This design comes from an exercise in tuning for small area, a short achievable clock period and few clock cycles on the open sky130 flow, not from production work. Only simulation tests tie the RTL to the original design; equivalence was not proved. Power is estimated from default activity; no workload was simulated.

==> design.v <==
package dcache_pkg;
    typedef logic [32-1:0] word_t;
    typedef struct packed {
        logic [26-1:0] tag;
        logic [3-1:0] idx;
        logic                     blkoff;
        logic [1:0]               bytoff;
    } dcache_addr_t;
    typedef struct packed {
        logic                               valid;
        logic                               dirty;
        logic [26-1:0]           tag;
        word_t [2-1:0]      data;
    } dcache_frame_t;
    typedef enum logic [4:0] {
        IDLE,
        WB_ONE,
        WB_TWO,
        FILL_ONE,
        FILL_TWO,
        FLUSH_CHECK,
        FLUSH_ONE,
        FLUSH_TWO,
        DONE
    } ctrl_state_t;
endpackage
module dcache (
    input  logic               CLK,
    input  logic               n_rst,
    input  logic               halt,
    input  logic               dmemREN,
    input  logic               dmemWEN,
    input  dcache_pkg::word_t  dmemaddr,
    input  dcache_pkg::word_t  dmemstore,
    input  logic               dwait,
    input  dcache_pkg::word_t  dload,
    output logic               dhit,
    output dcache_pkg::word_t  dmemload,
    output logic               flushed,
    output logic               dREN,
    output logic               dWEN,
    output dcache_pkg::word_t  daddr,
    output dcache_pkg::word_t  dstore
);
    localparam int TW = 26;
    logic [15:0]          valid, dirty;
    logic [15:0][TW-1:0]  tags;
    logic [15:0][31:0]    dw0, dw1;
    logic [7:0]           lru;
    logic p_idle, p_hit, p_retry, p_wait, p_fscan, p_done;
    logic b_wb0, b_wb1, b_f0, b_f1;
    logic                 dren_r, dwen_r;
    logic [31:0]          dmemload_r, dstore_r, wb1_r;
    logic [29:0]          daddr_r;
    logic                 h0_r, h1_r, acc_r;
    logic [2:0]           lk_idx;
    logic                 lk_blk, lk_wr, lk_vic;
    logic                 way_r, upd_r;
    logic [TW-1:0]        pm_tag;
    logic [2:0]           pm_idx;
    logic                 pm_way, pm_blk, pm_wr;
    logic                 pm_flush;
    assign dhit     = p_hit;
    assign dmemload = dmemload_r;
    assign flushed  = p_done;
    assign dREN     = dren_r;
    assign dWEN     = dwen_r;
    assign daddr    = {daddr_r, 2'b00};
    assign dstore   = dstore_r;
    logic [TW-1:0] in_tag;
    logic [2:0]    in_idx;
    logic          in_blk;
    logic          req;
    assign in_tag = dmemaddr[31:6];
    assign in_idx = dmemaddr[5:3];
    assign in_blk = dmemaddr[2];
    assign req    = dmemREN | dmemWEN;
    logic busy;
    assign busy = dren_r | dwen_r;
    logic [15:0] vd, f_vd;
    logic        f_any_c, f_go;
    logic [3:0]  f_blk_c;
    logic        f_any, busy_d;
    logic [3:0]  f_blk;
    assign vd   = valid & dirty;
    assign f_go = (!busy && !busy_d) || (pm_flush && b_wb1 && !dwait);
    always_comb begin
        f_vd = vd;
        if (busy && pm_flush) f_vd[{pm_idx, pm_way}] = 1'b0;
        f_any_c = |f_vd;
        f_blk_c = '0;
        for (int k = 15; k >= 0; k--)
            if (f_vd[k]) f_blk_c = 4'(k);
    end
    always_ff @(posedge CLK) begin
        f_any <= f_any_c;
        f_blk <= f_blk_c;
    end
    logic [2:0]    rd_idx;
    logic [TW-1:0] rtag0, rtag1;
    logic [31:0]   r00, r01, r10, r11;    
    assign rd_idx = p_fscan ? f_blk[3:1] : in_idx;
    assign rtag0  = tags[{rd_idx, 1'b0}];
    assign rtag1  = tags[{rd_idx, 1'b1}];
    assign r00    = dw0[{rd_idx, 1'b0}];
    assign r01    = dw1[{rd_idx, 1'b0}];
    assign r10    = dw0[{rd_idx, 1'b1}];
    assign r11    = dw1[{rd_idx, 1'b1}];
    logic [15:0] match;
    always_comb
        for (int k = 0; k < 16; k++)
            match[k] = valid[k] && (tags[k] == in_tag);
    logic h0, h1;
    assign h0 = match[{in_idx, 1'b0}];
    assign h1 = match[{in_idx, 1'b1}];
    logic [7:0] vic_vd;
    always_comb
        for (int i = 0; i < 8; i++)
            vic_vd[i] = lru[i] ? vd[2*i+1] : vd[2*i];
    logic [15:0] lmatch;
    always_comb
        for (int k = 0; k < 16; k++)
            lmatch[k] = valid[k] && (tags[k][3:0] == in_tag[3:0]);
    logic lm0, lm1;
    assign lm0 = lmatch[{in_idx, 1'b0}];
    assign lm1 = lmatch[{in_idx, 1'b1}];
    logic vic, mru, vic_dirty;
    assign vic       = lru[in_idx];
    assign mru       = (lm0 != lm1) ? lm1 : ~vic;
    assign vic_dirty = vic_vd[in_idx];
    logic conflict, bus_free, hit_ok, miss_ok;
    assign conflict = busy && (in_idx == pm_idx);
    assign bus_free = !busy || (b_f1 && !dwait);
    assign hit_ok   = dmemREN || !busy || b_wb0 || (b_wb1 && in_blk) || (b_f1 && !in_blk);
    assign miss_ok  = bus_free && !conflict;
    logic ok0, ok1;
    assign ok0 = !(conflict && !pm_way);
    assign ok1 = !(conflict &&  pm_way);
    logic lookup, a_r0, a_r1, a_w0, a_w1, a_m;
    assign lookup = p_idle && !halt && req;
    logic w0_done;
    assign w0_done = b_f1 && !in_blk;
    assign a_r0   = lookup && (ok0 || w0_done) && dmemREN;
    assign a_r1   = lookup && (ok1 || w0_done) && dmemREN;
    assign a_w0   = lookup && (ok0 || w0_done) && hit_ok && dmemWEN;
    assign a_w1   = lookup && (ok1 || w0_done) && hit_ok && dmemWEN;
    assign a_m    = lookup && miss_ok;
    logic go_hit, go_retry, go_miss;
    assign go_hit   = ((a_w0 || (a_r0 && !mru)) && h0) || ((a_w1 || (a_r1 && mru)) && h1);
    assign go_retry = (a_r0 && mru && h0) || (a_r1 && !mru && h1);
    assign go_miss  = a_m && !h0 && !h1;
    logic word_in;    
    assign word_in = p_wait && !dwait && ((b_f0 && !pm_blk) || (b_f1 && pm_blk));
    logic fill0_en, fill1_en, hitw_en;
    assign fill0_en = b_f0 && !(pm_wr && !pm_blk);
    assign fill1_en = b_f1 && !(pm_wr &&  pm_blk);
    assign hitw_en  = p_hit && lk_wr;
    logic [31:0] wval0, wval1;
    assign wval0 = (hitw_en && !lk_blk) ? dmemstore : dload;
    assign wval1 = (hitw_en &&  lk_blk) ? dmemstore : dload;
    logic [3:0] fill_blk, hit_blk;
    assign fill_blk = {pm_idx, pm_way};
    assign hit_blk  = {lk_idx, way_r};
    assign way_r = h1_r || (!h0_r && lk_vic);
    assign upd_r = h0_r || h1_r;
    always_ff @(posedge CLK) begin
        for (int k = 0; k < 16; k++) begin
            if ((fill0_en && fill_blk == 4'(k)) || (hitw_en && !lk_blk && hit_blk == 4'(k)))
                dw0[k] <= wval0;
            if ((fill1_en && fill_blk == 4'(k)) || (hitw_en &&  lk_blk && hit_blk == 4'(k)))
                dw1[k] <= wval1;
            if (b_f0 && fill_blk == 4'(k))
                tags[k] <= pm_tag;
        end
    end
    always_ff @(posedge CLK, negedge n_rst) begin
        if (!n_rst) begin
            valid <= '0;
            dirty <= '0;
            lru   <= '0;
        end else begin
            if (b_f0) begin
                valid[fill_blk] <= 1'b1;
                dirty[fill_blk] <= pm_wr;
            end
            if (acc_r)
                lru[lk_idx] <= ~way_r;
            if (p_hit && upd_r && lk_wr)
                dirty[hit_blk] <= 1'b1;
            if (pm_flush && b_wb1)
                dirty[fill_blk] <= 1'b0;
        end
    end
    always_ff @(posedge CLK, negedge n_rst) begin
        if (!n_rst) begin
            p_idle   <= 1'b1;
            p_hit    <= 1'b0;
            p_retry  <= 1'b0;
            p_wait   <= 1'b0;
            p_fscan  <= 1'b0;
            p_done   <= 1'b0;
            b_wb0    <= 1'b0;
            b_wb1    <= 1'b0;
            b_f0     <= 1'b0;
            b_f1     <= 1'b0;
            dren_r   <= 1'b0;
            dwen_r   <= 1'b0;
            pm_flush <= 1'b0;
            busy_d   <= 1'b0;
        end else begin
            busy_d  <= busy;
            p_hit   <= go_hit || (go_miss && dmemWEN) || p_retry || word_in;
            p_retry <= go_retry;
            p_wait  <= (go_miss && dmemREN) || (p_wait && !word_in);
            p_idle  <= p_hit || (p_idle && !halt && !go_hit && !go_retry && !go_miss);
            p_fscan <= (p_idle && halt) || (p_fscan && !(f_go && !f_any));
            p_done  <= p_done || (p_fscan && f_go && !f_any);
            b_wb0  <= (go_miss && vic_dirty) || (p_fscan && f_go && f_any) || (b_wb0 && dwait);
            b_wb1  <= (b_wb0 && !dwait) || (b_wb1 && dwait);
            b_f0   <= (go_miss && !vic_dirty) || (b_wb1 && !dwait && !pm_flush) || (b_f0 && dwait);
            b_f1   <= (b_f0 && !dwait) || (b_f1 && dwait);
            dwen_r <= (go_miss && vic_dirty) || (p_fscan && f_go && f_any) || b_wb0 ||
                      (b_wb1 && dwait);
            dren_r <= (go_miss && !vic_dirty) || (b_wb1 && !dwait && !pm_flush) || b_f0 ||
                      (b_f1 && dwait);
            if (p_fscan && f_go) pm_flush <= 1'b1;
        end
    end
    always_ff @(posedge CLK) begin
        acc_r <= go_hit || go_retry || go_miss;
        if (p_wait)
            dmemload_r <= dload;
        else if ((p_retry ? way_r : mru))
            dmemload_r <= in_blk ? r11 : r10;
        else
            dmemload_r <= in_blk ? r01 : r00;
        if (p_idle) begin
            h0_r       <= h0;
            h1_r       <= h1;
            lk_idx     <= in_idx;
            lk_blk     <= in_blk;
            lk_wr      <= dmemWEN;
            lk_vic     <= vic;
        end
        if ((p_idle && bus_free) || (p_fscan && f_go)) begin
            dstore_r <= (p_fscan ? f_blk[0] : vic) ? r10 : r00;
            wb1_r    <= (p_fscan ? f_blk[0] : vic) ? r11 : r01;
        end
        if (p_idle && bus_free) begin
            daddr_r <= {(vic_dirty ? (vic ? rtag1 : rtag0) : in_tag), in_idx, 1'b0};
            pm_tag  <= in_tag;
            pm_idx  <= in_idx;
            pm_way  <= vic;
            pm_blk  <= in_blk;
            pm_wr   <= dmemWEN;
        end
        if (p_fscan && f_go) begin
            daddr_r <= {(f_blk[0] ? rtag1 : rtag0), f_blk[3:1], 1'b0};
            pm_idx  <= f_blk[3:1];
            pm_way  <= f_blk[0];
        end
        if (b_wb0 && !dwait) begin
            daddr_r[0] <= 1'b1;
            dstore_r   <= wb1_r;
        end
        if (b_wb1 && !dwait && !pm_flush) daddr_r <= {pm_tag, pm_idx, 1'b0};
        if (b_f0 && !dwait) daddr_r[0] <= 1'b1;
    end
endmodule
==> flow/run.sh <==
#!/bin/bash
# The standard layout (standard.sh: the standard flow's own ORFS run, synthesis included,
# unchanged), with extra ORFS variables, one per line, from flow/make_args.txt:
# a setup slack margin that makes timing repair aim below the design's
# period, sizing free of cell footprints, the port buffer cell, and clock
# tree options. The make output goes to standard_flow.log; ORFS keeps each
# step's own log under orfs/logs.
set -euo pipefail
mapfile -t ARGS < <(grep -v '^\s*$' flow/make_args.txt)
bash standard.sh "${ARGS[@]}" finish > standard_flow.log 2>&1
==> flow/make_args.txt <==
SETUP_SLACK_MARGIN=6.6
MATCH_CELL_FOOTPRINT=0
BUFFER_PORTS_ARGS=-buffer_cell sky130_fd_sc_hd__buf_4
CTS_ARGS=-sink_clustering_enable -repair_clock_nets -dont_use_dummy_load -sink_clustering_size 12 -sink_clustering_max_diameter 40 -root_buf sky130_fd_sc_hd__clkbuf_16 -buf_list sky130_fd_sc_hd__clkbuf_8
==> standard.sh <==
#!/bin/bash
# synth_recipe.tcl (not shown) runs the flow's synth.tcl, then flattens the netlist and writes it again
# the make line also repeats each setting of config.mk as NAME=value (left out here)
make -C /OpenROAD-flow-scripts/flow DESIGN_CONFIG=/design/flow/config.mk WORK_HOME=/design/flow/orfs CLKGATE_MAP_FILE= SYNTH_SCRIPT=/design/flow/synth_recipe.tcl "${@:-finish}"
==> config.mk <==
export PLATFORM = sky130hd
export DESIGN_NAME = dcache
export DESIGN_NICKNAME = dcache
export VERILOG_FILES = /design/flow/design.v
export SDC_FILE = /design/flow/constraint.sdc
export NUM_CORES = 4
export LEC_CHECK = 0
export CAP_MARGIN = 20
export CELL_PAD_IN_SITES_DETAIL_PLACEMENT = 0
export CELL_PAD_IN_SITES_GLOBAL_PLACEMENT = 0
export CORE_MARGIN = 2
export CORE_UTILIZATION = 55
export GPL_ROUTABILITY_DRIVEN = 0
export PLACE_DENSITY = 0.68
export SLEW_MARGIN = 20
export TNS_END_PERCENT = 0
==> constraint.sdc <==
create_clock -name core_clock -period 10.0 [get_ports {CLK}]
set_input_delay 2.0000 -clock core_clock [delete_from_list [all_inputs] [get_ports {CLK}]]
set_output_delay 2.0000 -clock core_clock [all_outputs]
set_load 0.01 [all_outputs]
==> summary.txt, run 1 <==
# TYPE chip_impl_metric gauge
chip_impl_info{name="setup.worst_path.start_class",value="primary input"} 1
chip_impl_metric{name="global_route.usage.met2",unit=""} 0.477
chip_impl_metric{name="htreeDepth",unit=""} 4
chip_impl_metric{name="cts-root-to-sink-buffers",unit=""} 3
chip_impl_metric{name="synth.cell_area",unit="sq um"} 72200
chip_impl_metric{name="drc",unit=""} 0
chip_impl_metric{name="dieWidth",unit="um"} 366
chip_impl_metric{name="insertion_delay",unit="ns"} 0.82
chip_impl_metric{name="cts.sinks",unit=""} 1666
chip_impl_metric{name="post_synth_inst_count",unit=""} 4044
chip_impl_metric{name="average_routed_wire_per_standard_cell",unit="um"} 34.2
chip_impl_metric{name="first_pass_grt_wire_length",unit="um"} 296000
chip_impl_metric{name="worst-endpoint-required",unit="ns"} 10.74
chip_impl_metric{name="arrival",unit="ns"} 4.65
chip_impl_info{name="postSynth.topFlopCell",value="edfxtp_1"} 1
chip_impl_metric{name="slew_headroom",unit=""} 0.237
chip_impl_info{name="layout_common_cells",value="edfxtp_1 (1573), mux4_2 (376), buf_4 (330)"} 1
chip_impl_metric{name="fin_util",unit=""} 0.624
chip_impl_metric{name="initial_utilization",unit=""} 0.556
chip_impl_metric{name="area.growth.synth_to_final",unit="%"} 12.4
chip_impl_metric{name="antenna_violations_before_repair",unit=""} 7
chip_impl_info{name="root_buffer",value="clkbuf_16"} 1
chip_impl_metric{name="max-vdd-ir-drop",unit="V"} 0.000162
chip_impl_metric{name="slew_at_the_pin_closest_to_its_max_slew_limit",unit="ns"} 1.14
chip_impl_metric{name="setup_tns_after_final_layout",unit="ns"} 0
chip_impl_info{name="worst_setup_path_end_kind",value="flip-flop"} 1
chip_impl_metric{name="synth_async_sr_flop_share",unit=""} 0.0324
chip_impl_metric{name="post-route-cell-area",unit="sq um"} 81200
chip_impl_metric{name="final_max_slew_viol_count",unit=""} 0
chip_impl_metric{name="report.final.hold_viol_count",unit=""} 0
chip_impl_metric{name="yosys_register_bits",unit=""} 1666
chip_impl_metric{name="final_hold_slack",unit="ns"} 0.461
chip_impl_metric{name="cts-hold-fix-buffers",unit=""} 0
chip_impl_metric{name="globalRouteOverflowTotal",unit=""} 0
chip_impl_metric{name="synth_enable_flop_cells",unit=""} 1573
chip_impl_metric{name="met1_usage",unit=""} 0.456
chip_impl_metric{name="max_clock_freq",unit="MHz"} 256
chip_impl_metric{name="preCtsSetupSlack",unit="ns"} 3.91
chip_impl_metric{name="grt_pass1_vias",unit=""} 39800
chip_impl_metric{name="design.die.area",unit="sq um"} 134000
chip_impl_metric{name="cp_max_fo",unit=""} 18
chip_impl_metric{name="dpl_hpwl",unit="um"} 117000
chip_impl_metric{name="drive_gt1_frac",unit=""} 0.271
chip_impl_metric{name="remaining_antenna_violation_count_after_routing",unit=""} 0
chip_impl_metric{name="timing.clock.skew",unit="ns"} 0.116
chip_impl_info{name="path_class",value="primary input to flip-flop"} 1
chip_impl_metric{name="finalWorstSetupSlack",unit="ns"} 6.09
chip_impl_info{name="layout.cells.most_common",value="edfxtp_1"} 1
chip_impl_metric{name="detailroute.via_count",unit=""} 41100
chip_impl_metric{name="avgSynthCellArea",unit="sq um"} 17.9
chip_impl_metric{name="ys.warnings.count",unit=""} 1
chip_impl_metric{name="fin_nets",unit=""} 4532
chip_impl_metric{name="coreArea",unit="sq um"} 130000
chip_impl_info{name="grt_setup_unrepaired",value="yes"} 1
chip_impl_metric{name="globalRouteTotalUtil",unit=""} 0.313
chip_impl_metric{name="floorplan.rows",unit=""} 132
chip_impl_metric{name="synth_seq_area_share",unit=""} 0.683
chip_impl_metric{name="io_pins",unit=""} 202
chip_impl_metric{name="tritoncts.num_buffers",unit=""} 205
chip_impl_metric{name="pin_count_of_the_biggest_net_entering_global_routing",unit=""} 88
chip_impl_metric{name="globalRouteMet3Util",unit=""} 0.0735
chip_impl_metric{name="detailedRoute.firstIterationViolations",unit=""} 6226
chip_impl_metric{name="numPortBuffers",unit=""} 197
chip_impl_info{name="worstHoldPathType",value="flip-flop to flip-flop"} 1
chip_impl_metric{name="power_density",unit="nW/um^2"} 156
chip_impl_metric{name="final_worst_path_period_share",unit=""} 0.391
chip_impl_metric{name="post_synth_num_cell_types",unit=""} 71
chip_impl_metric{name="clk_slew_on_worst_s_h_paths",unit="ns"} 0.07
chip_impl_metric{name="drtPass1Iterations",unit=""} 7
chip_impl_metric{name="die_y",unit="um"} 366
chip_impl_info{name="result_of_the_run",value="no timing/DRC/antenna violations"} 1
chip_impl_metric{name="final-setup-viol-count",unit=""} 0
chip_impl_info{name="top_usage_layer",value="met2"} 1
chip_impl_metric{name="wl",unit="um"} 211000
chip_impl_info{name="tritoncts",value="done"} 1
chip_impl_metric{name="cellLeakagePower",unit="nW"} 27.1
chip_impl_metric{name="vias_per_cell",unit=""} 6.67
chip_impl_metric{name="placedInstanceArea",unit="sq um"} 76200
chip_impl_metric{name="period_minus_slack",unit="ns"} 3.91
chip_impl_metric{name="layout.filler_cells",unit=""} 9197
chip_impl_metric{name="max-cap-violations",unit=""} 0
synth_stat cells (all sizes together) (16+ instances only):
master	number	area [sq um]
a21oi	111	556
and2	16	100
buf	163	1050
clkbuf	82	308
dfrtp	53	1330
dfxtp	39	781
edfxtp	1573	47200
inv	48	180
mux2	43	488
mux2i	328	3310
mux4	397	9050
nand2	176	661
nand2b	16	100
nand3	20	100
nand4	43	269
nor2	152	571
nor3	27	145
nor4	74	463
o21ai	89	445
o22ai	29	181
xnor2	89	780
xor2	338	2960
path summary, 6_finish.rpt:
check	start	endpoint	slack, ns	depth (start not counted)
max in group asynchronous	n_rst	valid[4]	8.19	1
hold reg to reg	p_done	p_done	0.46	1
setup / recovery	dmemaddr[12]	p_idle	6.09	10
setup reg to reg	p_fscan	daddr_r[18]	6.48	11
min in group asynchronous	n_rst	lru[4]	1.25	1
hold / removal	p_done	p_done	0.46	1
registers in the layout, summed over array words and instances (netlist names), 3 cells and up, named ones only:
| signal | cells |
|---|---|
| daddr_r | 30 |
| dirty | 16 |
| dmemload_r | 32 |
| dstore_r | 32 |
| dw0 | 512 |
| dw1 | 512 |
| f_blk | 4 |
| lk_idx | 3 |
| lru | 8 |
| pm_idx | 3 |
| pm_tag | 26 |
| tags | 416 |
| valid | 16 |
| wb1_r | 32 |
repair_timing:
action / CTS / global route
pin swaps: 15 / 10
setup buffers: 40 / 3
gates cloned: 32 / 1
resized for setup: 198 / 13
setup endpoints to repair: 276 / 305
critical path: stages:
cell and delay, ns:
buf_4 0.23, xnor2_1 0.33, nand4_1 0.27, nor4_4 0.49
a22o_1 0.24, mux4_2 0.41, o211ai_1 0.18, and2_1 0.21
o21bai_1 0.19, o21bai_1 0.09
report_power, final:
part	switching (mW)	internal [mW]	total [mW]
clock	2.26	1.81	4.07
combinational	0.528	0.404	0.932
sequential	0.00852	7.61	7.62
total	2.80	9.83	12.6
layer usage:
layer | share of wire | vias to the layer above
met5 | 0.00018 | -
met3 | 0.12 | 390
met1 | 0.39 | 21400
met4 | 0.030 | 6
met2 | 0.46 | 2733
li1 | - | 16600
per-stage QoR:
stage                     power, mW  cells
after CTS                      12.7   6154
after floorplan                8.30   4045
after detailed placement       8.58   5877
final                          12.6   6159
after global placement         8.58   5877
after global routing           13.0   6159
kinds of logic (layout without fill, tap and decap cells):
family	after synthesis	count (layout)	synth area share
adder cells (fa/ha/maj)	12	12	0.00208
multiplexers	768	771	0.178
other	1	3	0.0000519
XOR/XNOR	427	427	0.0518
AND/OR/NAND/NOR	562	562	0.0371
flip-flops	1666	1666	0.683
buffers and inverters	293	660	0.0212
AO/OA/AOI/OAI	315	316	0.0265
area by class of cell:
type | count | area, sq um | area share
sequential | 1666 | 49400 | 0.608
multi-input combinational | 2090 | 22500 | 0.278
timing repair buffer | 407 | 4060 | 0.0500
clock buffer | 205 | 2830 | 0.0349
tap | 1742 | 2180 | 0.0269
inverter | 48 | 184 | 0.00227
antenna | 1 | 2.50 | 0.0000308
Testbench counts, summed over its fixed seeds: cycles 16,720.
==> run 2, diff against run 1 <==
--- a/config.mk
+++ b/config.mk
@@ -7,10 +7,9 @@
 export LEC_CHECK = 0
 export CAP_MARGIN = 20
 export CELL_PAD_IN_SITES_DETAIL_PLACEMENT = 0
-export CELL_PAD_IN_SITES_GLOBAL_PLACEMENT = 0
+export CELL_PAD_IN_SITES_GLOBAL_PLACEMENT = 1
 export CORE_MARGIN = 2
 export CORE_UTILIZATION = 55
-export GPL_ROUTABILITY_DRIVEN = 0
 export PLACE_DENSITY = 0.68
 export SLEW_MARGIN = 20
 export TNS_END_PERCENT = 0
==> summary.txt, run 2 <==
# TYPE chip_impl_metric gauge
chip_impl_info{name="result_of_the_run",value="no timing/DRC/antenna violations"} 1
chip_impl_metric{name="multi_input_area",unit="sq um"} 23000
chip_impl_metric{name="cts.sinks",unit=""} 1666
chip_impl_metric{name="synth-adder-area-share",unit=""} 0.00208
chip_impl_metric{name="clk_slew_on_worst_s_h_paths",unit="ns"} 0.05
chip_impl_metric{name="floorplan.rows",unit=""} 132
chip_impl_info{name="regToRegStartpoint",value="pm_way"} 1
chip_impl_info{name="postSynth.topFlopCell",value="edfxtp_1"} 1
chip_impl_metric{name="power_density",unit="nW/um^2"} 156
chip_impl_metric{name="slew_at_the_pin_closest_to_its_max_slew_limit",unit="ns"} 1.11
chip_impl_metric{name="average_routed_wire_per_standard_cell",unit="um"} 35.1
chip_impl_info{name="synth.top_cells.by_count",value="edfxtp_1 (1573), mux4_2 (367), xor2_1 (338), mux2i_1 (326), nand2_1 (176)"} 1
chip_impl_metric{name="final_cells",unit=""} 6162
chip_impl_metric{name="dieWidth",unit="um"} 366
chip_impl_metric{name="post-route-cell-area",unit="sq um"} 81500
chip_impl_metric{name="worstHoldPathCells",unit=""} 1
chip_impl_metric{name="placedInstanceArea",unit="sq um"} 76200
chip_impl_info{name="worst_setup_path_end_kind",value="flip-flop"} 1
chip_impl_metric{name="report.power.total",unit="mW"} 12.7
chip_impl_metric{name="report.final.hold_viol_count",unit=""} 0
chip_impl_metric{name="intPower",unit="mW"} 9.91
chip_impl_info{name="grt_setup_unrepaired",value="yes"} 1
chip_impl_metric{name="vias_per_cell",unit=""} 6.50
chip_impl_metric{name="synth_enable_flop_cells",unit=""} 1573
chip_impl_metric{name="clock_network_power_share",unit=""} 0.329
chip_impl_metric{name="ys.warnings.count",unit=""} 1
chip_impl_metric{name="synth.mux.area_fraction",unit=""} 0.178
chip_impl_metric{name="yosys_register_bits",unit=""} 1666
chip_impl_metric{name="first_pass_grt_wire_length",unit="um"} 304000
chip_impl_metric{name="fin_nets",unit=""} 4535
chip_impl_metric{name="final-setup-viol-count",unit=""} 0
chip_impl_info{name="layout.cells.most_common",value="edfxtp_1"} 1
chip_impl_info{name="largest_family_of_logic_cells_by_synthesized_area",value="multiplexers"} 1
chip_impl_metric{name="die_y",unit="um"} 366
chip_impl_metric{name="synth_seq_area_share",unit=""} 0.683
chip_impl_metric{name="numPortBuffers",unit=""} 197
chip_impl_metric{name="remaining_antenna_violation_count_after_routing",unit=""} 0
chip_impl_metric{name="avgSynthCellArea",unit="sq um"} 17.9
chip_impl_info{name="tritoncts",value="done"} 1
chip_impl_metric{name="arrival",unit="ns"} 4.30
chip_impl_metric{name="cellLeakagePower",unit="nW"} 27.3
chip_impl_info{name="worst_path_most_repeated_cell",value="mux2i_1"} 1
chip_impl_metric{name="post_synth_inst_count",unit=""} 4044
chip_impl_metric{name="coreArea",unit="sq um"} 130000
chip_impl_metric{name="layout.filler_cells",unit=""} 9348
chip_impl_metric{name="wl",unit="um"} 216000
chip_impl_metric{name="max_clock_freq",unit="MHz"} 259
chip_impl_metric{name="cts-root-to-sink-buffers",unit=""} 3
chip_impl_metric{name="pin_count_of_the_biggest_net_entering_global_routing",unit=""} 60
chip_impl_metric{name="ff_latch_area",unit="sq um"} 49400
chip_impl_metric{name="initial_utilization",unit=""} 0.556
chip_impl_metric{name="worst-endpoint-required",unit="ns"} 10.45
chip_impl_metric{name="fin_util",unit=""} 0.627
chip_impl_info{name="biggestRegsByFlops",value="dw0: 512 flops, dw1: 512 flops, tags: 416 flops"} 1
chip_impl_info{name="cell_type_with_the_highest_aggregate_area_in_the_netlist",value="edfxtp_1"} 1
chip_impl_metric{name="timing.reg2reg.setup_slack",unit="ns"} 6.54
chip_impl_metric{name="period_minus_slack",unit="ns"} 3.86
chip_impl_metric{name="io_pins",unit=""} 202
chip_impl_info{name="synth.top_cells.by_area",value="edfxtp_1 (65%), mux4_2 (11%), mux2i_1 (4.5%)"} 1
chip_impl_info{name="root_buffer",value="clkbuf_16"} 1
chip_impl_info{name="setup.worst_path.start_class",value="primary input"} 1
chip_impl_info{name="holdCritStartpoint",value="p_done"} 1
chip_impl_metric{name="combPwrFrac",unit=""} 0.072
chip_impl_metric{name="cts-hold-fix-buffers",unit=""} 0
chip_impl_metric{name="design.die.area",unit="sq um"} 134000
chip_impl_metric{name="globalRouteOverflowTotal",unit=""} 0
chip_impl_metric{name="drive_gt1_frac",unit=""} 0.280
chip_impl_metric{name="power.switching_fraction",unit=""} 0.221
chip_impl_metric{name="area.growth.synth_to_final",unit="%"} 12.9
chip_impl_metric{name="synth_xor_area_frac",unit=""} 0.0518
chip_impl_metric{name="net_load_switching_power",unit="mW"} 2.81
chip_impl_metric{name="setup_tns_after_final_layout",unit="ns"} 0
chip_impl_metric{name="number_of_cells_traversed_by_the_worst_register_to_register_path",unit=""} 11
chip_impl_info{name="cp_slowest_cell",value="mux2i_1"} 1
chip_impl_metric{name="globalRouteTotalUtil",unit=""} 0.324
chip_impl_metric{name="synth_async_sr_flop_share",unit=""} 0.0324
chip_impl_metric{name="seqPwrFrac",unit=""} 0.599
chip_impl_metric{name="cp_max_fo",unit=""} 29
chip_impl_metric{name="antenna_violations_before_repair",unit=""} 2
chip_impl_metric{name="post_synth_num_cell_types",unit=""} 71
chip_impl_metric{name="dpl_hpwl",unit="um"} 122000
chip_impl_metric{name="detailroute.via_count",unit=""} 40100
chip_impl_metric{name="synth_compound_area_frac",unit=""} 0.0265
chip_impl_metric{name="grt_pass1_vias",unit=""} 40100
chip_impl_metric{name="tritoncts.num_buffers",unit=""} 215
chip_impl_metric{name="insertion_delay",unit="ns"} 0.81
chip_impl_metric{name="max-vdd-ir-drop",unit="V"} 0.000166
chip_impl_metric{name="slew_headroom",unit=""} 0.258
chip_impl_info{name="worstHoldPathType",value="flip-flop to flip-flop"} 1
chip_impl_metric{name="yosys.area.top_type_share",unit=""} 0.654
chip_impl_info{name="most_numerous_cell_in_the_yosys_netlist",value="edfxtp_1"} 1
chip_impl_info{name="worstReg2RegEnd",value="f_blk[0]"} 1
chip_impl_metric{name="drtPass1Iterations",unit=""} 6
chip_impl_metric{name="synth.cell_area",unit="sq um"} 72200
chip_impl_metric{name="place_inst",unit=""} 5879
chip_impl_metric{name="timing.clock.skew",unit="ns"} 0.0937
chip_impl_metric{name="detailedRoute.firstIterationViolations",unit=""} 4603
chip_impl_metric{name="critical_path_buf_inv_count",unit=""} 3
chip_impl_info{name="hold_end",value="p_done"} 1
chip_impl_metric{name="max-cap-violations",unit=""} 0
chip_impl_info{name="timing.critical_path.cells",value="buf_6 > mux2i_4 > buf_12 > buf_12 > mux4_2 > mux2i_1 > mux2i_1 > mux2i_1 > nor2_1 > a21oi_1 > a21oi_1"} 1
chip_impl_info{name="path_class",value="primary input to flip-flop"} 1
chip_impl_metric{name="drc",unit=""} 0
chip_impl_info{name="layout_common_cells",value="edfxtp_1 (1573), mux4_2 (374), buf_4 (325)"} 1
chip_impl_metric{name="critical_path.max_stage_delay",unit="ns"} 0.38
chip_impl_metric{name="synth_simple_gate_area_frac",unit=""} 0.0371
chip_impl_metric{name="final_worst_path_period_share",unit=""} 0.386
chip_impl_metric{name="gp_congestion",unit=""} 0.906
chip_impl_info{name="critPathTopFamily",value="multiplexers"} 1
chip_impl_metric{name="htreeDepth",unit=""} 4
chip_impl_metric{name="final_max_slew_viol_count",unit=""} 0
[run 2: cell counts after synthesis]
No cell type changed its count.
[run 2: cell families after synthesis]
kind of cell    count (synthesis)
buf+inv                       293
compound gates                315
simple gates                  562
flops                        1666
other cells                     1
fa+ha+maj                      12
xor+xnor                      427
mux                           768
[run 2: per-stage QoR]
stage / hold WS (ns) / setup WS (ns)
6_report: 0.456 / 6.14
5_1_grt: 0.473 / 6.14
4_1_cts: 0.459 / 6.28
3_5_place_dp: 0.447 / 4.09
3_3_place_gp: 0.442 / 4.07
2_1_floorplan: 0.441 / 6.02
[run 2: layer usage]
layer / GRT usage / vias to the layer above / part of all wire
met5: 0 / - / 0.000060
met4: 0.110 / 2 / 0.034
met3: 0.0500 / 346 / 0.073
met2: 0.530 / 1877 / 0.49
met1: 0.448 / 21300 / 0.40
li1: - / 16600 / -
[run 2: worst max-delay path by stage]
stage                      startpoint             end  slack, ns  cells after the start
after global routing      dmemaddr[4]  dmemload_r[12]       6.14                      9
final                     dmemaddr[3]      daddr_r[6]       6.14                     11
after CTS                 dmemaddr[4]  dmemload_r[11]       6.28                      9
after detailed placement  dmemaddr[4]      daddr_r[8]       4.09                     10
after floorplan           dmemaddr[7]  dmemload_r[10]       6.02                     12
after global placement    dmemaddr[4]    dstore_r[18]       4.07                      8
[run 2: layout make-up]
cell class                 instances  share of cell area
antenna                            1           0.0000307
clock buffer                     215              0.0364
inverter                          48             0.00226
multi-input combinational       2092               0.282
sequential                      1666               0.605
tap                             1742              0.0267
timing repair buffer             398              0.0471
[run 2: power by group through the flow]
stage          sequential [mW]  clock [mW]  combinational [mW]
4_1_cts                   7.62        4.24               0.911
2_1_floorplan             7.78           0               0.524
3_3_place_gp              7.77           0               0.806
6_report                  7.62        4.18               0.917
5_1_grt                   7.62        4.51               0.967
3_5_place_dp              7.77           0               0.811
[run 2: what timing repair did]
| item | CTS | global route |
|---|---|---|
| setup endpoints to repair | 305 | 326 |
| cloned | 27 | 2 |
| buffers inserted | 35 | 3 |
| gates resized for setup | 233 | 20 |
| pin swaps | 19 | 3 |
[run 2: worst reg2reg max path, delay by kind of cell, from the launching register on]
kind	cells	cell delay (ns)
compound gates	6	1.13
xor+xnor	1	0.48
fa+ha+maj	1	0.56
buf+inv	1	0.31
flops	1	0.50
simple gates	2	0.38
==> run 3, diff against run 2 <==
==> flow/make_args.txt (replaced) <==
SETUP_SLACK_MARGIN=6.6
MATCH_CELL_FOOTPRINT=0
BUFFER_PORTS_ARGS=-buffer_cell sky130_fd_sc_hd__buf_4
CTS_ARGS=-sink_clustering_enable -repair_clock_nets -dont_use_dummy_load -sink_clustering_size 18 -sink_clustering_max_diameter 50 -root_buf sky130_fd_sc_hd__clkbuf_16 -buf_list sky130_fd_sc_hd__clkbuf_8
--- a/config.mk
+++ b/config.mk
@@ -9,7 +9,7 @@
 export CELL_PAD_IN_SITES_DETAIL_PLACEMENT = 0
 export CELL_PAD_IN_SITES_GLOBAL_PLACEMENT = 1
 export CORE_MARGIN = 2
-export CORE_UTILIZATION = 55
-export PLACE_DENSITY = 0.68
+export CORE_UTILIZATION = 58
+export PLACE_DENSITY = 0.7
 export SLEW_MARGIN = 20
 export TNS_END_PERCENT = 0
==> summary.txt, run 3 <==
# TYPE chip_impl_metric gauge
chip_impl_metric{name="vias_per_cell",unit=""} 6.72
chip_impl_metric{name="synth_simple_gate_area_frac",unit=""} 0.0371
chip_impl_info{name="postSynth.topFlopCell",value="edfxtp_1"} 1
chip_impl_metric{name="area.growth.synth_to_final",unit="%"} 11.4
chip_impl_metric{name="synth_seq_area_share",unit=""} 0.683
chip_impl_info{name="worstHoldPathType",value="flip-flop to flip-flop"} 1
chip_impl_metric{name="cts.sinks",unit=""} 1666
chip_impl_info{name="root_buffer",value="clkbuf_16"} 1
chip_impl_metric{name="worst-endpoint-required",unit="ns"} 10.59
chip_impl_metric{name="synth_async_sr_flop_share",unit=""} 0.0324
chip_impl_metric{name="synth_xor_area_frac",unit=""} 0.0518
chip_impl_metric{name="grt_pass1_vias",unit=""} 40400
chip_impl_info{name="synth.top_cells.by_area",value="edfxtp_1 (65%), mux4_2 (11%), mux2i_1 (4.5%)"} 1
chip_impl_info{name="layout.cells.most_common",value="edfxtp_1"} 1
chip_impl_metric{name="cp_max_fo",unit=""} 18
chip_impl_info{name="biggestRegsByFlops",value="dw0: 512 flops, dw1: 512 flops, tags: 416 flops"} 1
chip_impl_metric{name="final-setup-viol-count",unit=""} 0
chip_impl_metric{name="clk_slew_on_worst_s_h_paths",unit="ns"} 0.10
chip_impl_metric{name="final_worst_path_period_share",unit=""} 0.387
chip_impl_metric{name="max-cap-violations",unit=""} 0
chip_impl_metric{name="post_synth_inst_count",unit=""} 4044
chip_impl_metric{name="globalRouteTotalUtil",unit=""} 0.339
chip_impl_metric{name="average_routed_wire_per_standard_cell",unit="um"} 35.8
chip_impl_metric{name="max-vdd-ir-drop",unit="V"} 0.000161
chip_impl_metric{name="design.die.area",unit="sq um"} 127000
chip_impl_metric{name="cts-root-to-sink-buffers",unit=""} 3
chip_impl_metric{name="initial_utilization",unit=""} 0.584
chip_impl_metric{name="coreArea",unit="sq um"} 124000
chip_impl_metric{name="slew_at_the_pin_closest_to_its_max_slew_limit",unit="ns"} 1.16
chip_impl_metric{name="fin_util",unit=""} 0.651
chip_impl_info{name="setup.worst_path.start_class",value="primary input"} 1
chip_impl_metric{name="drtPass1Iterations",unit=""} 5
chip_impl_metric{name="period_minus_slack",unit="ns"} 3.87
chip_impl_metric{name="yosys_register_bits",unit=""} 1666
chip_impl_metric{name="synth_compound_area_frac",unit=""} 0.0265
chip_impl_metric{name="layout.filler_cells",unit=""} 8533
chip_impl_metric{name="max_clock_freq",unit="MHz"} 258
chip_impl_metric{name="die_y",unit="um"} 357
chip_impl_metric{name="arrival",unit="ns"} 4.46
chip_impl_metric{name="cts-hold-fix-buffers",unit=""} 0
chip_impl_info{name="synth.top_cells.by_count",value="edfxtp_1 (1573), mux4_2 (367), xor2_1 (338), mux2i_1 (326), nand2_1 (176)"} 1
chip_impl_info{name="most_numerous_cell_in_the_yosys_netlist",value="edfxtp_1"} 1
chip_impl_metric{name="critical_path.max_stage_delay",unit="ns"} 0.59
chip_impl_metric{name="timing.reg2reg.setup_slack",unit="ns"} 6.30
chip_impl_info{name="tritoncts",value="done"} 1
chip_impl_metric{name="timing.clock.skew",unit="ns"} 0.0907
chip_impl_metric{name="ys.warnings.count",unit=""} 1
chip_impl_metric{name="final_cells",unit=""} 5988
chip_impl_info{name="path_class",value="primary input to flip-flop"} 1
chip_impl_metric{name="yosys.area.top_type_share",unit=""} 0.654
chip_impl_metric{name="dieWidth",unit="um"} 357
chip_impl_metric{name="slew_headroom",unit=""} 0.230
chip_impl_info{name="timing.critical_path.cells",value="buf_6 > xor2_1 > nor4_2 > buf_4 > nand4_1 > o22ai_1 > mux4_2 > o211ai_1 > and2_1 > o21ai_1 > a211o_1"} 1
chip_impl_metric{name="cellLeakagePower",unit="nW"} 26.7
chip_impl_metric{name="pin_count_of_the_biggest_net_entering_global_routing",unit=""} 73
chip_impl_info{name="grt_setup_unrepaired",value="yes"} 1
chip_impl_metric{name="post_synth_num_cell_types",unit=""} 71
chip_impl_metric{name="report.final.hold_viol_count",unit=""} 0
chip_impl_metric{name="gp_congestion",unit=""} 0.975
chip_impl_metric{name="avgSynthCellArea",unit="sq um"} 17.9
chip_impl_metric{name="io_pins",unit=""} 202
chip_impl_info{name="layout_common_cells",value="edfxtp_1 (1573), mux4_2 (373), xor2_1 (314)"} 1
chip_impl_info{name="cell_type_with_the_highest_aggregate_area_in_the_netlist",value="edfxtp_1"} 1
chip_impl_metric{name="insertion_delay",unit="ns"} 0.79
chip_impl_metric{name="synth-adder-area-share",unit=""} 0.00208
chip_impl_metric{name="synth_enable_flop_cells",unit=""} 1573
chip_impl_metric{name="drive_gt1_frac",unit=""} 0.270
chip_impl_info{name="result_of_the_run",value="no timing/DRC/antenna violations"} 1
chip_impl_info{name="largest_family_of_logic_cells_by_synthesized_area",value="multiplexers"} 1
chip_impl_metric{name="drc",unit=""} 0
chip_impl_metric{name="tritoncts.num_buffers",unit=""} 155
chip_impl_metric{name="globalRouteOverflowTotal",unit=""} 0
chip_impl_metric{name="antenna_violations_before_repair",unit=""} 8
chip_impl_info{name="critPathTopFamily",value="compound AO/OA/AOI/OAI gates"} 1
chip_impl_metric{name="synth.cell_area",unit="sq um"} 72200
chip_impl_metric{name="floorplan.rows",unit=""} 129
chip_impl_metric{name="setup_tns_after_final_layout",unit="ns"} 0
chip_impl_metric{name="wl",unit="um"} 215000
chip_impl_metric{name="critical_path_buf_inv_count",unit=""} 2
chip_impl_metric{name="detailedRoute.firstIterationViolations",unit=""} 5523
chip_impl_metric{name="power_density",unit="nW/um^2"} 150
chip_impl_metric{name="first_pass_grt_wire_length",unit="um"} 300000
chip_impl_info{name="worst_setup_path_end_kind",value="flip-flop"} 1
chip_impl_metric{name="report.power.total",unit="mW"} 12.1
chip_impl_info{name="cp_slowest_cell",value="mux4_2"} 1
chip_impl_metric{name="place_inst",unit=""} 5756
chip_impl_metric{name="remaining_antenna_violation_count_after_routing",unit=""} 0
chip_impl_metric{name="htreeDepth",unit=""} 4
chip_impl_metric{name="numPortBuffers",unit=""} 197
chip_impl_metric{name="detailroute.via_count",unit=""} 40300
chip_impl_metric{name="dpl_hpwl",unit="um"} 125000
chip_impl_metric{name="final_max_slew_viol_count",unit=""} 0
chip_impl_metric{name="synth.mux.area_fraction",unit=""} 0.178
chip_impl_metric{name="fin_nets",unit=""} 4464
==> run 3: cell counts after synthesis <==
Identical to the previous run, type by type.
==> run 3: cell families (layout without fill, tap and decap cells) <==
| group | count (synthesis) | in the layout |
|---|---|---|
| flops | 1666 | 1666 |
| mux | 768 | 772 |
| simple gates | 562 | 562 |
| xor+xnor | 427 | 427 |
| compound gates | 315 | 316 |
| buf+inv | 293 | 591 |
| fa+ha+maj | 12 | 12 |
| other cells | 1 | 5 |
==> run 3: what timing repair did <==
item / CTS / global route
resized for setup: 238 / 40
pin swaps: 19 / 9
buffers inserted: 32 / 8
endpoints found under the setup margin: 257 / 277
cloned: 23 / 2
==> run 3: stage by stage <==
step | setup WS, ns | instance area (sq um) | hold WS (ns)
final | 6.13 | 80500 | 0.474
after global routing | 6.10 | 80500 | 0.496
after CTS | 6.19 | 80100 | 0.485
after detailed placement | 4.03 | 75900 | 0.466
after global placement | 4.01 | 75900 | 0.442
after floorplan | 6.02 | 72300 | 0.441
==> run 3: layout make-up <==
cell class / instances / area [sq um] / share of cell area
antenna: 3 / 7.51 / 0.0000933
clock buffer: 155 / 2140 / 0.0266
inverter: 48 / 184 / 0.00229
multi-input combinational: 2091 / 23000 / 0.285
sequential: 1666 / 49400 / 0.613
tap: 1637 / 2050 / 0.0254
timing repair buffer: 388 / 3780 / 0.0469
==> run 3: path summary, 6_finish.rpt <==
check,cells past startpoint,startpoint,endpoint
setup reg to reg,10,pm_way,f_blk[1]
min in group asynchronous,1,n_rst,p_done
max in group asynchronous,1,n_rst,p_wait
setup / recovery,11,dmemaddr[13],p_hit
hold reg to reg,1,p_done,p_done
hold / removal,1,p_done,p_done
==> run 3: report_power, final <==
part           leakage, nW  internal, mW  switching, mW
clock network         1.12          1.39           2.14
registers             15.2          7.61        0.00807
logic                 10.4         0.402          0.528
total                 26.7          9.40           2.68
==> run 3: layer usage <==
layer	wire length, um	track usage	part of all wire	vias up
met4	9520	0.130	0.044	10
met2	104000	0.555	0.49	2225
met5	65	0	0.00030	-
met1	82500	0.465	0.38	21100
met3	18200	0.0536	0.085	434
li1	-	-	-	16500
==> run 4, diff against run 3 <==
--- a/config.mk
+++ b/config.mk
@@ -9,7 +9,7 @@
 export CELL_PAD_IN_SITES_DETAIL_PLACEMENT = 0
 export CELL_PAD_IN_SITES_GLOBAL_PLACEMENT = 1
 export CORE_MARGIN = 2
-export CORE_UTILIZATION = 58
-export PLACE_DENSITY = 0.7
+export CORE_UTILIZATION = 55
+export PLACE_DENSITY = 0.62
 export SLEW_MARGIN = 20
 export TNS_END_PERCENT = 0
==> summary.txt, run 4 <==
# TYPE chip_impl_metric gauge
chip_impl_metric{name="post-route-cell-area",unit="sq um"} 81100
chip_impl_metric{name="globalRouteTotalUtil",unit=""} 0.324
chip_impl_metric{name="setup_tns_after_final_layout",unit="ns"} 0
chip_impl_metric{name="drtPass1Iterations",unit=""} 6
chip_impl_metric{name="dpl_hpwl",unit="um"} 122000
chip_impl_metric{name="initial_utilization",unit=""} 0.556
chip_impl_metric{name="coreArea",unit="sq um"} 130000
chip_impl_metric{name="power.switching_fraction",unit=""} 0.223
chip_impl_metric{name="fin_nets",unit=""} 4490
chip_impl_metric{name="max-cap-violations",unit=""} 0
chip_impl_metric{name="post_synth_num_cell_types",unit=""} 71
chip_impl_metric{name="first_pass_grt_wire_length",unit="um"} 304000
chip_impl_metric{name="design.die.area",unit="sq um"} 134000
chip_impl_metric{name="tritoncts.num_buffers",unit=""} 153
chip_impl_metric{name="combPwrFrac",unit=""} 0.077
chip_impl_info{name="layout_common_cells",value="edfxtp_1 (1573), mux4_2 (374), buf_4 (332)"} 1
chip_impl_metric{name="period_minus_slack",unit="ns"} 3.81
chip_impl_metric{name="pin_count_of_the_biggest_net_entering_global_routing",unit=""} 60
chip_impl_info{name="holdCritStartpoint",value="p_done"} 1
chip_impl_metric{name="post_synth_inst_count",unit=""} 4044
chip_impl_info{name="critPathTopFamily",value="multiplexers"} 1
chip_impl_metric{name="final-setup-viol-count",unit=""} 0
chip_impl_info{name="most_numerous_cell_in_the_yosys_netlist",value="edfxtp_1"} 1
chip_impl_metric{name="slew_headroom",unit=""} 0.257
chip_impl_metric{name="htreeDepth",unit=""} 4
chip_impl_metric{name="yosys.area.top_type_share",unit=""} 0.654
chip_impl_metric{name="number_of_cells_traversed_by_the_worst_register_to_register_path",unit=""} 10
chip_impl_info{name="cp_slowest_cell",value="mux4_1"} 1
chip_impl_metric{name="net_load_switching_power",unit="mW"} 2.69
chip_impl_metric{name="vias_per_cell",unit=""} 6.55
chip_impl_metric{name="worst-endpoint-required",unit="ns"} 10.67
chip_impl_info{name="layout.cells.most_common",value="edfxtp_1"} 1
chip_impl_metric{name="timing.clock.skew",unit="ns"} 0.103
chip_impl_metric{name="avgSynthCellArea",unit="sq um"} 17.9
chip_impl_metric{name="max-vdd-ir-drop",unit="V"} 0.000126
chip_impl_info{name="grt_setup_unrepaired",value="yes"} 1
chip_impl_metric{name="synth_async_sr_flop_share",unit=""} 0.0324
chip_impl_metric{name="dieWidth",unit="um"} 366
chip_impl_info{name="timing.critical_path.cells",value="buf_4 > mux2i_4 > buf_12 > buf_12 > clkbuf_16 > mux2i_1 > mux4_1 > mux2i_1"} 1
chip_impl_metric{name="numPortBuffers",unit=""} 197
chip_impl_metric{name="grt_pass1_vias",unit=""} 39600
chip_impl_metric{name="final_max_slew_viol_count",unit=""} 0
chip_impl_metric{name="floorplan.rows",unit=""} 132
chip_impl_info{name="worst_setup_path_end_kind",value="flip-flop"} 1
chip_impl_metric{name="wl",unit="um"} 217000
chip_impl_metric{name="drc",unit=""} 0
chip_impl_info{name="synth.top_cells.by_count",value="edfxtp_1 (1573), mux4_2 (367), xor2_1 (338), mux2i_1 (326), nand2_1 (176)"} 1
chip_impl_info{name="postSynth.topFlopCell",value="edfxtp_1"} 1
chip_impl_metric{name="cts-root-to-sink-buffers",unit=""} 3
chip_impl_metric{name="critical_path_buf_inv_count",unit=""} 4
chip_impl_info{name="tritoncts",value="done"} 1
chip_impl_metric{name="report.final.hold_viol_count",unit=""} 0
chip_impl_info{name="largest_family_of_logic_cells_by_synthesized_area",value="multiplexers"} 1
chip_impl_metric{name="area.growth.synth_to_final",unit="%"} 12.2
chip_impl_metric{name="insertion_delay",unit="ns"} 0.77
chip_impl_info{name="synth.top_cells.by_area",value="edfxtp_1 (65%), mux4_2 (11%), mux2i_1 (4.5%)"} 1
chip_impl_info{name="root_buffer",value="clkbuf_16"} 1
chip_impl_metric{name="synth-adder-area-share",unit=""} 0.00208
chip_impl_metric{name="clock_network_power_share",unit=""} 0.292
chip_impl_info{name="biggestRegsByFlops",value="dw0: 512 flops, dw1: 512 flops, tags: 416 flops"} 1
chip_impl_metric{name="cp_num_cells",unit=""} 8
chip_impl_metric{name="antenna_violations_before_repair",unit=""} 3
chip_impl_metric{name="detailedRoute.firstIterationViolations",unit=""} 4955
chip_impl_metric{name="final_worst_path_period_share",unit=""} 0.381
chip_impl_info{name="cell_type_with_the_highest_aggregate_area_in_the_netlist",value="edfxtp_1"} 1
chip_impl_info{name="worstHoldPathType",value="flip-flop to flip-flop"} 1
chip_impl_metric{name="intPower",unit="mW"} 9.39
chip_impl_metric{name="arrival",unit="ns"} 4.48
chip_impl_metric{name="cp_max_fo",unit=""} 36
chip_impl_metric{name="yosys_register_bits",unit=""} 1666
chip_impl_metric{name="synth_simple_gate_area_frac",unit=""} 0.0371
chip_impl_metric{name="synth.cell_area",unit="sq um"} 72200
chip_impl_metric{name="detailroute.via_count",unit=""} 40100
chip_impl_metric{name="timing.reg2reg.setup_slack",unit="ns"} 6.42
chip_impl_metric{name="synth_enable_flop_cells",unit=""} 1573
chip_impl_metric{name="cts.sinks",unit=""} 1666
chip_impl_metric{name="critical_path.max_stage_delay",unit="ns"} 0.62
chip_impl_metric{name="io_pins",unit=""} 202
chip_impl_metric{name="cellLeakagePower",unit="nW"} 26.9
chip_impl_metric{name="drive_gt1_frac",unit=""} 0.278
chip_impl_metric{name="seqPwrFrac",unit=""} 0.630
chip_impl_info{name="regToRegStartpoint",value="p_fscan"} 1
chip_impl_metric{name="ys.warnings.count",unit=""} 1
chip_impl_metric{name="gp_congestion",unit=""} 0.906
chip_impl_metric{name="max_clock_freq",unit="MHz"} 263
chip_impl_metric{name="slew_at_the_pin_closest_to_its_max_slew_limit",unit="ns"} 1.11
chip_impl_metric{name="synth_xor_area_frac",unit=""} 0.0518
chip_impl_info{name="path_class",value="primary input to flip-flop"} 1
chip_impl_metric{name="synth_compound_area_frac",unit=""} 0.0265
chip_impl_metric{name="synth.mux.area_fraction",unit=""} 0.178
chip_impl_metric{name="placedInstanceArea",unit="sq um"} 76200
chip_impl_metric{name="power_density",unit="nW/um^2"} 149
chip_impl_metric{name="average_routed_wire_per_standard_cell",unit="um"} 35.4
chip_impl_info{name="worstReg2RegEnd",value="daddr_r[19]"} 1
chip_impl_metric{name="remaining_antenna_violation_count_after_routing",unit=""} 0
chip_impl_info{name="endpoint",value="dmemload_r[18]"} 1
chip_impl_info{name="result_of_the_run",value="no timing/DRC/antenna violations"} 1
chip_impl_info{name="setup.worst_path.start_class",value="primary input"} 1
chip_impl_metric{name="synth_seq_area_share",unit=""} 0.683
chip_impl_info{name="worst_setup_path_startpoint",value="dmemaddr[5]"} 1
chip_impl_metric{name="die_y",unit="um"} 366
chip_impl_metric{name="globalRouteOverflowTotal",unit=""} 0
chip_impl_metric{name="clk_slew_on_worst_s_h_paths",unit="ns"} 0.08
run 4: cell count changes in the layout (fill, tap and decap cells not counted), sizes merged:
cell and delta:
clkbuf -7, buf +33, diode -2
run 4: what timing repair did:
item / in CTS / in global routing
cloned: 29 / 1
hold buffers: 0 / 0
setup buffers: 49 / 5
pin swaps: 27 / 5
resized for setup: 271 / 17
endpoints found under the setup margin: 311 / 331
run 4: per-stage QoR:
stage,util,power [mW],instances,setup slack (ns),hold WS [ns]
after global routing,0.624,12.4,6117,6.16,0.479
after detailed placement,0.586,8.58,5879,4.09,0.447
after global placement,0.586,8.58,5878,4.07,0.442
final,0.624,12.1,6117,6.19,0.462
after floorplan,-,8.30,4045,6.02,0.441
after CTS,0.622,12.1,6110,6.30,0.465
run 4: how the worst min path moves through the flow:
stage | to | cells after the start | slack (ns)
floorplan | valid[14] | 1 | 0.44
global placement | p_done | 1 | 0.44
detailed placement | p_done | 1 | 0.45
CTS | p_done | 1 | 0.46
global route | p_done | 1 | 0.48
finish | p_done | 1 | 0.46
run 4: cell type report:
type                            count  area, sq um
Sequential cell                  1666        49400
Fill cell                        9369        48900
Multi-Input combinational cell   2091        23100
Timing Repair Buffer              416         4070
Tap cell                         1742         2180
Clock buffer                      153         2120
Inverter                           48          184
Antenna cell                        1         2.50
run 4: cell families (layout without fill, tap and decap cells):
group           count (synthesis)  in the layout
simple gates                  562            562
buf+inv                       293            617
fa+ha+maj                      12             12
flops                        1666           1666
other cells                     1              3
compound gates                315            316
xor+xnor                      427            427
mux                           768            772
run 4: layer usage:
| metal | GRT usage | share of wire | vias to the layer above |
|---|---|---|---|
| met2 | 0.526 | 0.49 | 1859 |
| met5 | 0 | 0.000060 | - |
| met4 | 0.118 | 0.039 | 2 |
| met1 | 0.452 | 0.40 | 21300 |
| met3 | 0.0481 | 0.073 | 370 |
| li1 | - | - | 16500 |
run 4: power groups by stage:
stage          logic, mW  clock network [mW]  registers [mW]
2_1_floorplan      0.524                   0            7.78
3_3_place_gp       0.806                   0            7.77
3_5_place_dp       0.811                   0            7.77
4_1_cts            0.931                3.59            7.61
5_1_grt            0.987                3.83            7.61
6_report           0.936                3.53            7.61
==> run 5, diff against run 4 <==
--- a/config.mk
+++ b/config.mk
@@ -10,6 +10,6 @@
 export CELL_PAD_IN_SITES_GLOBAL_PLACEMENT = 1
 export CORE_MARGIN = 2
 export CORE_UTILIZATION = 55
-export PLACE_DENSITY = 0.62
+export PLACE_DENSITY = 0.68
 export SLEW_MARGIN = 20
 export TNS_END_PERCENT = 0
==> summary.txt, run 5 <==
# TYPE chip_impl_metric gauge
chip_impl_info{name="result_of_the_run",value="no timing/DRC/antenna violations"} 1
chip_impl_metric{name="globalRouteTotalUtil",unit=""} 0.324
chip_impl_metric{name="cts.sinks",unit=""} 1666
chip_impl_info{name="synth.top_cells.by_area",value="edfxtp_1 (65%), mux4_2 (11%), mux2i_1 (4.5%)"} 1
chip_impl_metric{name="final_cells",unit=""} 6117
chip_impl_metric{name="slew_at_the_pin_closest_to_its_max_slew_limit",unit="ns"} 1.11
chip_impl_info{name="cp_slowest_cell",value="mux4_1"} 1
chip_impl_metric{name="grt_pass1_vias",unit=""} 39600
chip_impl_metric{name="vias_per_cell",unit=""} 6.55
chip_impl_metric{name="max_clock_freq",unit="MHz"} 263
chip_impl_info{name="synth.top_cells.by_count",value="edfxtp_1 (1573), mux4_2 (367), xor2_1 (338), mux2i_1 (326), nand2_1 (176)"} 1
chip_impl_metric{name="final_max_slew_viol_count",unit=""} 0
chip_impl_info{name="layout.cells.most_common",value="edfxtp_1"} 1
chip_impl_metric{name="io_pins",unit=""} 202
chip_impl_metric{name="final_hold_slack",unit="ns"} 0.462
chip_impl_metric{name="drc",unit=""} 0
chip_impl_metric{name="worstHoldPathCells",unit=""} 1
chip_impl_metric{name="seqPwrFrac",unit=""} 0.630
chip_impl_metric{name="insertion_delay",unit="ns"} 0.77
chip_impl_metric{name="power.switching_fraction",unit=""} 0.223
chip_impl_metric{name="post_synth_inst_count",unit=""} 4044
chip_impl_metric{name="critical_path_buf_inv_count",unit=""} 4
chip_impl_info{name="postSynth.topFlopCell",value="edfxtp_1"} 1
chip_impl_metric{name="max-vdd-ir-drop",unit="V"} 0.000126
chip_impl_metric{name="detailedRoute.firstIterationViolations",unit=""} 4955
chip_impl_metric{name="final_worst_path_period_share",unit=""} 0.381
chip_impl_metric{name="arrival",unit="ns"} 4.48
chip_impl_metric{name="first_pass_grt_wire_length",unit="um"} 304000
chip_impl_metric{name="cellLeakagePower",unit="nW"} 26.9
chip_impl_info{name="worst_setup_path_end_kind",value="flip-flop"} 1
chip_impl_metric{name="met1Wirelength",unit="um"} 87000
chip_impl_metric{name="placedInstanceArea",unit="sq um"} 76200
chip_impl_metric{name="place_inst",unit=""} 5879
chip_impl_info{name="worstHoldPathType",value="flip-flop to flip-flop"} 1
chip_impl_metric{name="clk_slew_on_worst_s_h_paths",unit="ns"} 0.08
chip_impl_metric{name="finalWorstSetupSlack",unit="ns"} 6.19
chip_impl_info{name="biggestRegsByFlops",value="dw0: 512 flops, dw1: 512 flops, tags: 416 flops"} 1
chip_impl_metric{name="numPortBuffers",unit=""} 197
chip_impl_metric{name="slew_headroom",unit=""} 0.257
chip_impl_metric{name="worst-endpoint-required",unit="ns"} 10.67
chip_impl_metric{name="gp_congestion",unit=""} 0.906
chip_impl_metric{name="die_y",unit="um"} 366
chip_impl_metric{name="cts-hold-fix-buffers",unit=""} 0
chip_impl_info{name="most_numerous_cell_in_the_yosys_netlist",value="edfxtp_1"} 1
chip_impl_metric{name="initial_utilization",unit=""} 0.556
chip_impl_info{name="layout_common_cells",value="edfxtp_1 (1573), mux4_2 (374), buf_4 (332)"} 1
chip_impl_metric{name="met3_length",unit="um"} 15800
chip_impl_metric{name="dieWidth",unit="um"} 366
chip_impl_metric{name="drive_gt1_frac",unit=""} 0.278
chip_impl_metric{name="setup_tns_after_final_layout",unit="ns"} 0
chip_impl_metric{name="cp_num_cells",unit=""} 8
chip_impl_metric{name="net_load_switching_power",unit="mW"} 2.69
chip_impl_metric{name="synth_seq_area_share",unit=""} 0.683
chip_impl_metric{name="yosys.area.top_type_share",unit=""} 0.654
chip_impl_metric{name="combPwrFrac",unit=""} 0.077
chip_impl_metric{name="intPower",unit="mW"} 9.39
chip_impl_metric{name="htreeDepth",unit=""} 4
chip_impl_metric{name="clock_network_power_share",unit=""} 0.292
chip_impl_metric{name="number_of_cells_traversed_by_the_worst_register_to_register_path",unit=""} 10
chip_impl_metric{name="pin_count_of_the_biggest_net_entering_global_routing",unit=""} 60
chip_impl_metric{name="dpl_hpwl",unit="um"} 122000
chip_impl_metric{name="fin_nets",unit=""} 4490
chip_impl_metric{name="post_synth_num_cell_types",unit=""} 71
chip_impl_metric{name="synth_enable_flop_cells",unit=""} 1573
chip_impl_info{name="cell_type_with_the_highest_aggregate_area_in_the_netlist",value="edfxtp_1"} 1
chip_impl_metric{name="final-setup-viol-count",unit=""} 0
chip_impl_info{name="tritoncts",value="done"} 1
chip_impl_metric{name="detailroute.via_count",unit=""} 40100
chip_impl_metric{name="met2RoutedLength",unit="um"} 105000
chip_impl_metric{name="post-route-cell-area",unit="sq um"} 81100
chip_impl_metric{name="ys.warnings.count",unit=""} 1
chip_impl_info{name="setup.worst_path.start_class",value="primary input"} 1
chip_impl_metric{name="critical_path.max_stage_delay",unit="ns"} 0.62
chip_impl_metric{name="period_minus_slack",unit="ns"} 3.81
chip_impl_info{name="critPathTopFamily",value="multiplexers"} 1
chip_impl_metric{name="avgSynthCellArea",unit="sq um"} 17.9
chip_impl_metric{name="report.power.total",unit="mW"} 12.1
chip_impl_info{name="timing.critical_path.cells",value="buf_4 > mux2i_4 > buf_12 > buf_12 > clkbuf_16 > mux2i_1 > mux4_1 > mux2i_1"} 1
chip_impl_metric{name="yosys_register_bits",unit=""} 1666
chip_impl_info{name="root_buffer",value="clkbuf_16"} 1
chip_impl_metric{name="cp_max_fo",unit=""} 36
chip_impl_metric{name="remaining_antenna_violation_count_after_routing",unit=""} 0
chip_impl_metric{name="tritoncts.num_buffers",unit=""} 153
chip_impl_metric{name="layout.filler_cells",unit=""} 9369
chip_impl_info{name="path_class",value="primary input to flip-flop"} 1
chip_impl_metric{name="cts-root-to-sink-buffers",unit=""} 3
chip_impl_metric{name="average_routed_wire_per_standard_cell",unit="um"} 35.4
chip_impl_metric{name="area.growth.synth_to_final",unit="%"} 12.2
chip_impl_metric{name="max-cap-violations",unit=""} 0
chip_impl_metric{name="floorplan.rows",unit=""} 132
chip_impl_metric{name="synth_async_sr_flop_share",unit=""} 0.0324
chip_impl_metric{name="coreArea",unit="sq um"} 130000
chip_impl_info{name="grt_setup_unrepaired",value="yes"} 1
chip_impl_metric{name="antenna_violations_before_repair",unit=""} 3
chip_impl_metric{name="preCtsSetupSlack",unit="ns"} 4.09
chip_impl_metric{name="timing.clock.skew",unit="ns"} 0.103
chip_impl_metric{name="wl",unit="um"} 217000
chip_impl_metric{name="design.die.area",unit="sq um"} 134000
chip_impl_metric{name="globalRouteOverflowTotal",unit=""} 0
chip_impl_metric{name="fin_util",unit=""} 0.624
chip_impl_metric{name="report.final.hold_viol_count",unit=""} 0
chip_impl_info{name="top_layer",value="met5"} 1
## run 5: cell counts in the layout (fill, tap and decap cells not counted)
Identical to the previous run, type by type.
## run 5: path summary, 6_finish.rpt
| check | start | to | slack (ns) |
|---|---|---|---|
| setup / recovery | dmemaddr[5] | dmemload_r[18] | 6.19 |
| hold reg to reg | p_done | p_done | 0.46 |
| min in group asynchronous | n_rst | valid[7] | 1.30 |
| hold / removal | p_done | p_done | 0.46 |
| setup reg to reg | p_fscan | daddr_r[19] | 6.42 |
| max in group asynchronous | n_rst | p_wait | 8.11 |
## run 5: cell families (layout without fill, tap and decap cells)
| group | count (synthesis) | count (layout) | share of synthesized area |
|---|---|---|---|
| AND/OR/NAND/NOR | 562 | 562 | 0.0371 |
| buffers and inverters | 293 | 617 | 0.0212 |
| XOR/XNOR | 427 | 427 | 0.0518 |
| multiplexers | 768 | 772 | 0.178 |
| flip-flops | 1666 | 1666 | 0.683 |
| AO/OA/AOI/OAI | 315 | 316 | 0.0265 |
| other | 1 | 3 | 0.0000519 |
| adder cells (fa/ha/maj) | 12 | 12 | 0.00208 |
## run 5: layout make-up
class | count | area, sq um | area share
sequential | 1666 | 49400 | 0.609
multi-input combinational | 2091 | 23100 | 0.285
timing repair buffer | 416 | 4070 | 0.0502
tap | 1742 | 2180 | 0.0269
clock buffer | 153 | 2120 | 0.0261
inverter | 48 | 184 | 0.00227
antenna | 1 | 2.50 | 0.0000309
## run 5: what timing repair did
action                                  in CTS  in global routing
pin swaps                                   27                  5
setup buffers                               49                  5
gates cloned                                29                  1
resized for setup                          271                 17
endpoints found under the setup margin     311                331
## run 5: power by group through the flow
stage	clock, mW	combinational, mW	sequential, mW
after floorplan	0	0.524	7.78
after global placement	0	0.806	7.77
after detailed placement	0	0.811	7.77
after CTS	3.59	0.931	7.61
after global routing	3.83	0.987	7.61
final	3.53	0.936	7.61
## run 5: per-layer routing
layer  GRT usage  vias up
met5           0        -
met4       0.118        2
met3      0.0481      370
met2       0.526     1859
met1       0.452    21300
li1            -    16500

==> separate check: timing with driven ports <==
How much do the figures lean on ideal ports? The routed layouts below were timed once more, with nothing changed but the port constraints.
Step 1 assumes that a clkbuf_16 drives the clock port and a buf_2 every other input.
Step 2, shift: input delay + t, output delay - t, t = (earliest + latest rising clock arrival at the registers) / 2. This alone moves slack from input paths to output paths.
Slacks: no drivers / after step 1 / after step 2; pairs: no drivers / after step 1.
| run | t (ns) | setup WS [ns] | worst register clock-pin slew, ns |
|---|---|---|---|
| run 1 | 0.841 | 6.091 / 6.003 / 5.162 | 0.08 / 0.08 |
| run 2 | 0.844 | 6.143 / 6.046 / 5.202 | 0.08 / 0.08 |
| run 3 | 0.814 | 6.126 / 6.005 / 5.191 | 0.11 / 0.11 |
| run 4 | 0.801 | 6.193 / 6.076 / 5.275 | 0.11 / 0.11 |
| run 5 | 0.801 | 6.193 / 6.076 / 5.275 | 0.11 / 0.11 |
After both steps setup and hold are still met in every run listed. For run 2, which loses most, drivers alone change the setup slack by -0.097 ns; drivers and shift together by -0.941 ns.
